Background: an optimization exercise with open tools, aiming at small area. Do not read the settings as production practice. The RTL was checked by simulation tests, not by an equivalence proof against the original design. Power is estimated from default activity; no workload was simulated.

File: flow/flow/run.sh
#!/bin/bash
# The standard layout with two changes to how it is made; synthesis runs unchanged.
# - buffer_ports: every input and output port still gets its own buffer, but the
#   buffer is sky130_fd_sc_hd__buf_1 instead of the cell buffer_ports picks.
# - clock tree: clkbuf_8 buffers, sinks clustered up to 16 per leaf buffer within
#   50 um, and no dummy loads.
set -euo pipefail
bash standard.sh synth > synth.log 2>&1
export BUFFER_PORTS_ARGS="-buffer_cell sky130_fd_sc_hd__buf_1"
export CTS_ARGS="-sink_clustering_enable -repair_clock_nets -buf_list {sky130_fd_sc_hd__clkbuf_8} -sink_clustering_size 16 -sink_clustering_max_diameter 50 -dont_use_dummy_load"
bash standard.sh finish > layout.log 2>&1
File: flow/standard.sh
#!/bin/bash
# synth_recipe.tcl (not shown) runs the flow's synth.tcl, then flattens the netlist and writes it again
# the make line also repeats each setting of config.mk as NAME=value (left out here)
make -C /OpenROAD-flow-scripts/flow DESIGN_CONFIG=/design/flow/config.mk WORK_HOME=/design/flow/orfs CLKGATE_MAP_FILE= SYNTH_SCRIPT=/design/flow/synth_recipe.tcl "${@:-finish}"
File: flow/config.mk
export PLATFORM = sky130hd
export DESIGN_NAME = vec_mem_sequencer
export DESIGN_NICKNAME = vec_mem_sequencer
export VERILOG_FILES = /design/flow/design.v
export SDC_FILE = /design/flow/constraint.sdc
export NUM_CORES = 4
export LEC_CHECK = 0
export CAP_MARGIN = 20
export CORE_AREA = 2 2 418 418
export DIE_AREA = 0 0 420 420
export SLEW_MARGIN = 20
File: flow/constraint.sdc
create_clock -name core_clock -period 5.0 [get_ports {clk}]
set_input_delay 1.0000 -clock core_clock [delete_from_list [all_inputs] [get_ports {clk}]]
set_output_delay 1.0000 -clock core_clock [all_outputs]
set_load 0.01 [all_outputs]
File: flow/design.v
module vec_mem_sequencer #(
  parameter int unsigned ADDR_W = 9,
  parameter int unsigned MEM_W  = 32,
  parameter int unsigned LANES  = 32,
  parameter int unsigned LANE_W = 16,
  parameter int unsigned NREQ   = 4
) (
  input  logic                      clk,
  input  logic                      rst_n,
  input  logic [NREQ-1:0]           ld_req,
  input  logic [NREQ*ADDR_W-1:0]    ld_idx,
  input  logic                      st_req,
  input  logic [ADDR_W-1:0]         st_idx,
  input  logic [LANES*LANE_W-1:0]   st_data,
  output logic [NREQ-1:0]           ld_grant,
  output logic [NREQ-1:0]           ld_done,
  output logic [LANES*LANE_W-1:0]   ld_data,
  output logic                      st_done,
  output logic                      err,
  output logic                      busy,
  output logic [ADDR_W-1:0]         mem_addr,
  output logic                      mem_we,
  output logic [MEM_W-1:0]          mem_wdata,
  input  logic [MEM_W-1:0]          mem_rdata
);
  localparam int unsigned PTR_W = 2;
  localparam int unsigned CNT_W = 5;
  localparam int unsigned VEC_W = LANES * LANE_W;
  localparam int unsigned BUF_W = VEC_W - LANE_W;
  logic [CNT_W-1:0]   cnt_q;
  logic [PTR_W-1:0]   ptr_q, pick;
  logic [ADDR_W-1:0]  pick_idx;
  logic [BUF_W-1:0]   buf_q;
  logic [VEC_W-1:0]   ld_data_q;
  logic [NREQ-1:0]    ld_grant_q, ld_done_q;
  logic               idle_q, hold_q;
  logic               lacc_q, drain_q, st_done_q, err_q, busy_q, mem_we_q;
  logic [ADDR_W-1:0]  mem_addr_q;
  logic [LANE_W-1:0]  wlane_q;
  logic arb, acc, last, st_ok, ld_ok, st_acc, ld_acc;
  always_comb begin
    pick = ptr_q;
    for (int i = NREQ - 1; i >= 0; i--)
      if (ld_req[PTR_W'(32'(ptr_q) + 32'(i))]) pick = PTR_W'(32'(ptr_q) + 32'(i));
    pick_idx = ld_idx[32'(pick)*ADDR_W +: ADDR_W];
  end
  assign arb    = !busy_q && !err_q;
  assign acc    = lacc_q || mem_we_q;
  assign last   = (cnt_q == CNT_W'(LANES-1));
  assign st_ok  = (st_idx <= ADDR_W'(512 - LANES));
  assign ld_ok  = (pick_idx <= ADDR_W'(512 - LANES));
  assign st_acc = arb && st_req && st_ok;
  assign ld_acc = arb && !st_req && (|ld_req) && ld_ok;
  logic [BUF_W-1:0] buf_d;
  for (genvar j = 0; j < LANES - 1; j++) begin : g_lane
    logic [LANE_W-1:0] src, st_l;
    assign st_l = st_data[(j+1)*LANE_W +: LANE_W];
    if (j == LANES - 2) begin : g_top
      assign src = mem_rdata[LANE_W-1:0];
    end else begin : g_mid
      assign src = buf_q[(j+1)*LANE_W +: LANE_W];
    end
    assign buf_d[j*LANE_W +: LANE_W] =
      ~(({LANE_W{idle_q}} | src) & ({LANE_W{busy_q}} | st_l));
  end
  logic [VEC_W-1:0] ld_new;
  for (genvar k = 0; k < LANES; k++) begin : g_new
    if (k == LANES - 1) begin : g_rd
      assign ld_new[k*LANE_W +: LANE_W] = mem_rdata[LANE_W-1:0];
    end else if (k % 2 == 1) begin : g_odd
      assign ld_new[k*LANE_W +: LANE_W] = buf_q[k*LANE_W +: LANE_W];
    end else if (k == 0) begin : g_zero
      assign ld_new[k*LANE_W +: LANE_W] = ~buf_q[k*LANE_W +: LANE_W];
    end else begin : g_even
      assign ld_new[k*LANE_W +: LANE_W] = buf_d[(k-1)*LANE_W +: LANE_W];
    end
  end
  always_ff @(posedge clk) begin
    buf_q <= buf_d;
  end
  always_ff @(posedge clk or negedge rst_n) begin
    if (!rst_n) ld_data_q <= '0;
    else        ld_data_q <= ({VEC_W{drain_q}} & ld_new) | ({VEC_W{hold_q}} & ld_data_q);
  end
  always_ff @(posedge clk or negedge rst_n) begin
    if (!rst_n) begin
      cnt_q      <= '0;
      ptr_q      <= '0;
      ld_grant_q <= '0;
      ld_done_q  <= '0;
      lacc_q     <= 1'b0;
      drain_q    <= 1'b0;
      hold_q     <= 1'b1;
      idle_q     <= 1'b1;
      st_done_q  <= 1'b0;
      err_q      <= 1'b0;
      busy_q     <= 1'b0;
      mem_we_q   <= 1'b0;
      mem_addr_q <= '0;
      wlane_q    <= '0;
    end else begin
      cnt_q     <= acc ? cnt_q + CNT_W'(1) : '0;
      lacc_q    <= ld_acc || (lacc_q && !last);
      mem_we_q  <= st_acc || (mem_we_q && !last);
      drain_q   <= lacc_q && last;
      hold_q    <= !(lacc_q && last);
      st_done_q <= mem_we_q && last;
      ld_done_q <= drain_q ? ld_grant_q : '0;
      busy_q    <= st_acc || ld_acc || acc || drain_q;
      idle_q    <= !(st_acc || ld_acc || acc || drain_q);
      err_q     <= arb && (st_req ? !st_ok : (|ld_req && !ld_ok));
      if (busy_q)
        ld_grant_q <= (lacc_q || drain_q) ? ld_grant_q : '0;
      else
        ld_grant_q <= (arb && !st_req && |ld_req) ? NREQ'(1) << pick : '0;
      if (ld_acc) ptr_q <= pick + PTR_W'(1);
      if (st_acc)
        mem_addr_q <= st_idx;
      else if (ld_acc)
        mem_addr_q <= pick_idx;
      else if (acc && !last)
        mem_addr_q <= mem_addr_q + ADDR_W'(1);
      else
        mem_addr_q <= '0;
      if (st_acc)
        wlane_q <= st_data[LANE_W-1:0];
      else if (mem_we_q && !last)
        wlane_q <= buf_q[LANE_W-1:0] ^ {LANE_W{~cnt_q[0]}};
      else
        wlane_q <= '0;
    end
  end
  assign ld_grant  = ld_grant_q;
  assign ld_done   = ld_done_q;
  assign ld_data   = ld_data_q;
  assign st_done   = st_done_q;
  assign err       = err_q;
  assign busy      = busy_q;
  assign mem_addr  = mem_addr_q;
  assign mem_we    = mem_we_q;
  assign mem_wdata = {{(MEM_W-LANE_W){wlane_q[LANE_W-1]}}, wlane_q};
endmodule
==> results.sh <==
export IMPL_outcome="complete, no violations"
export IMPL_setup_tns_final_ps=0
export IMPL_grt_setup_unrepaired="no"
export IMPL_vias_per_cell=4.65
export IMPL_period_minus_slack_ps=3690
export IMPL_startpoint_type="register"
export IMPL_ys_types=53
export IMPL_synth_top_cell_area_share_pct=41.0
export IMPL_drtIter0Drc=2380
export IMPL_final_util_pct=24.7
export IMPL_clockBufferDepth=3
export IMPL_synth_cells=2555
export IMPL_final_setup_skew_ps=129
export IMPL_max_freq_ghz=0.271
export IMPL_synth_most_common_cell="dfrtp_1"
export IMPL_cp_slowest_cell="a21boi_2"
export IMPL_worstPathMaxFanout=16
export IMPL_synth_async_reset_ratio_pct=53.0
export IMPL_antenna_left=0
export IMPL_finalCritPeriodShare_pct=73.9
export IMPL_numCtsBuffers=110
export IMPL_synthTopCellsByCount="dfrtp_1 (558), a22o_1 (500), o22ai_1 (497), dfxtp_1 (496), clkbuf_1 (223)"
export IMPL_grt_max_degree=174
export IMPL_antenna_found_initial=57
export IMPL_design_area_um2=42500
export IMPL_routed_wl_um=169000
export IMPL_grt_ovfl_total=0
export IMPL_slew_headroom_pct=26.4
export IMPL_placed_cells_incl_taps=5816
export IMPL_p_per_area_nw_per_um2=571
export IMPL_finalSetupViolCount=0
export IMPL_syn_num_nets=3158
export IMPL_area_growth_syn_to_layout_pct=24.8
export IMPL_critical_path_top_delay_family="compound AO/OA/AOI/OAI gates"
export IMPL_die_area_um2=176000
export IMPL_worst_slew_pin_slew_ps=1100
export IMPL_dp_hpwl_um=131000
export IMPL_synth_flop_cell="dfrtp_1"
export IMPL_maxSlewViolCount=0
export IMPL_drv_cap=0
export IMPL_end_kind="register"
export IMPL_die_y_um=420
export IMPL_num_rows=152
export IMPL_wl_per_cell_um=28.4
export IMPL_ctsResizeCount=0
export IMPL_port_buffers=1144
export IMPL_crit_arrival_ps=4450
export IMPL_first_global_vias=26600
export IMPL_synth_edf_count=0
export IMPL_ys_seq_elements=1056
export IMPL_finalPower_uw=24300
export IMPL_crit_required_ps=5760
export IMPL_instances_no_fill=5947
export IMPL_holdBufCountCts=0
export IMPL_clk_pin_slew_ps=100
export IMPL_drive_gt1_share_pct=5.17
export IMPL_die_x_um=420
export IMPL_htreeDepth=3
export IMPL_vdd_ir_drop_worst_v=0.000279
export IMPL_insertion_delay_ps=890
export IMPL_cpPeakStageDelay_ps=650
export IMPL_root_buffer="clkbuf_8"
export IMPL_crit_buf_inv=2
export IMPL_drt_pass1_iter_count=5
export IMPL_yosys_top_cells_area="dfrtp_1 (41%), dfxtp_1 (29%), a22o_1 (13%)"
export IMPL_routabilityCongestion=1.00
export IMPL_num_vias=27600
export IMPL_grt_first_pass_wirelength_um=223000
export IMPL_cp_cell_sequence="nor3b_1, a2111oi_4, nor2_4, clkinv_2, a221o_1, a22oi_1, nand4b_1, a21boi_2, buf_4, mux2i_1"
export IMPL_yosysWarnings=1
export IMPL_placed_cell_area_um2=40900
export IMPL_syn_avg_cell_area_um2=13.3
export IMPL_cts_tree="yes"
export IMPL_ys_seq_area_share_pct=70.3
export IMPL_yosysTopAreaCell="dfrtp_1"
export IMPL_ioPinCount=1161
export IMPL_hold_class="in -> async"
export IMPL_critical_path_class="reg -> reg"
export IMPL_core_um2=172000
export IMPL_hold_viol_final=0
export IMPL_netlist_area_um2=34100
export IMPL_grtUsageTotal_pct=18.2
export IMPL_initial_core_util_pct=19.8
export IMPL_cts_sinks=1056
export IMPL_postCtsSetupRepairBufs=0
export IMPL_leakagePower_uw=0.0171
export IMPL_nets=4221
export IMPL_drcViolationCount=0
[metal layers]
metal | global-route usage [%] | routed length, µm | part of all wire, %
met4 | 7.91 | 7280 | 4.3
met1 | 22.7 | 67000 | 40
met3 | 6.70 | 17200 | 10
met2 | 28.1 | 77300 | 46
met5 | 0 | 339 | 0.20
[placed cells by master, fill, tap and decap left out, types with 21 or more instances in the layout]
master	Yosys	layout
o22ai_1	497	497
diode_2	0	21
dfrtp_1	558	556
buf_4	16	42
dfxtp_1	496	496
a22o_1	500	500
o21ai_0	29	29
xor2_1	21	21
buf_1	11	1143
clkbuf_8	0	110
nand2_1	59	59
[through the flow]
stage | setup slack (ps) | hold WS, ps
after floorplan | 1760 | 418
after global placement | 664 | 428
after CTS | 1360 | 114
final | 1310 | 280
after detailed placement | 621 | 432
after global routing | 1050 | 196
[power breakdown]
part	total [µW]	switching [µW]	internal [µW]	leakage [µW]
Combinational	6220	4000	2220	0.00486
Sequential	13200	2010	11200	0.0114
Clock	4850	2920	1930	0.000791
Total	24300	8930	15300	0.0171
[area by class of cell]
| cell class | instances | area [µm²] |
|---|---|---|
| Timing Repair Buffer | 1205 | 4990 |
| Antenna cell | 21 | 52.6 |
| Inverter | 8 | 31.3 |
| Multi-Input combinational cell | 1237 | 9050 |
| Tap cell | 2310 | 2890 |
| Fill cell | 18400 | 129000 |
| Sequential cell | 1056 | 24000 |
| Clock buffer | 110 | 1510 |
[state kept, by name, indices dropped and copies added (netlist names)]
| name | cells |
|---|---|
| buf_q | 496 |
| busy_q | 1 |
| cnt_q | 5 |
| drain_q | 1 |
| err_q | 1 |
| hold_q | 1 |
| idle_q | 1 |
| lacc_q | 1 |
| ld_data_q | 512 |
| ld_done_q | 4 |
| ld_grant_q | 4 |
| mem_addr_q | 9 |
| mem_we_q | 1 |
| ptr_q | 2 |
| st_done_q | 1 |
| wlane_q | 16 |
[logic make-up after synthesis]
kind of cell | share of synthesized area [%]
buffers and inverters | 3.13
muxes | 0.287
adders and majority gates | 0.257
and+or+nand+nor | 1.75
xor gates and xnor gates | 0.643
DFF | 70.3
AOI/OAI and AO/OA | 23.6
[worst paths after layout]
| check | from | end | slack [ps] | depth (start not counted) |
|---|---|---|---|---|
| max in group asynchronous | rst_n | ld_data_q[295] | 3390 | 3 |
| hold reg to reg | buf_q[236] | buf_q[220] | 390 | 1 |
| setup / recovery | ptr_q[1] | mem_addr_q[1] | 1310 | 10 |
| setup reg to reg | ptr_q[1] | mem_addr_q[1] | 1310 | 10 |
| min in group core_clock | st_data[316] | buf_q[300] | 280 | 2 |
| hold / removal | rst_n | ld_data_q[334] | 280 | 1 |

==> separate check: timing with driven ports <==
The results above use ideal ports. As a check the final layout listed here was re-extracted and re-timed, cells and wires unchanged.
Step 1 (the two cells are an assumption about what drives the block):
set clk [get_ports {clk}]
set_driving_cell -lib_cell sky130_fd_sc_hd__clkbuf_16 $clk
set_driving_cell -lib_cell sky130_fd_sc_hd__buf_2 [delete_from_list [all_inputs] $clk]
Step 2 adds t to the input delays and takes it off the output delays; t is the mean of the earliest and latest rising clock arrival at the registers after step 1. Input paths then give back, and output paths get back, about the clock's delay inside the block.
Slacks: ideal ports / drivers / drivers and shift; pairs: ideal ports / drivers.
t (ns): 0.904
setup slack, ns: 1.306 / 1.306 / 0.557
worst hold slack (ns): 0.280 / 0.239 / 0.385
worst register clock-pin slew, ns: 0.11 / 0.11
worst slew at a driven data input, ns: 0.24
After both steps setup and hold are still met in this run. For this run, drivers alone change the setup slack by 0.000 ns; drivers and shift together by -0.749 ns.
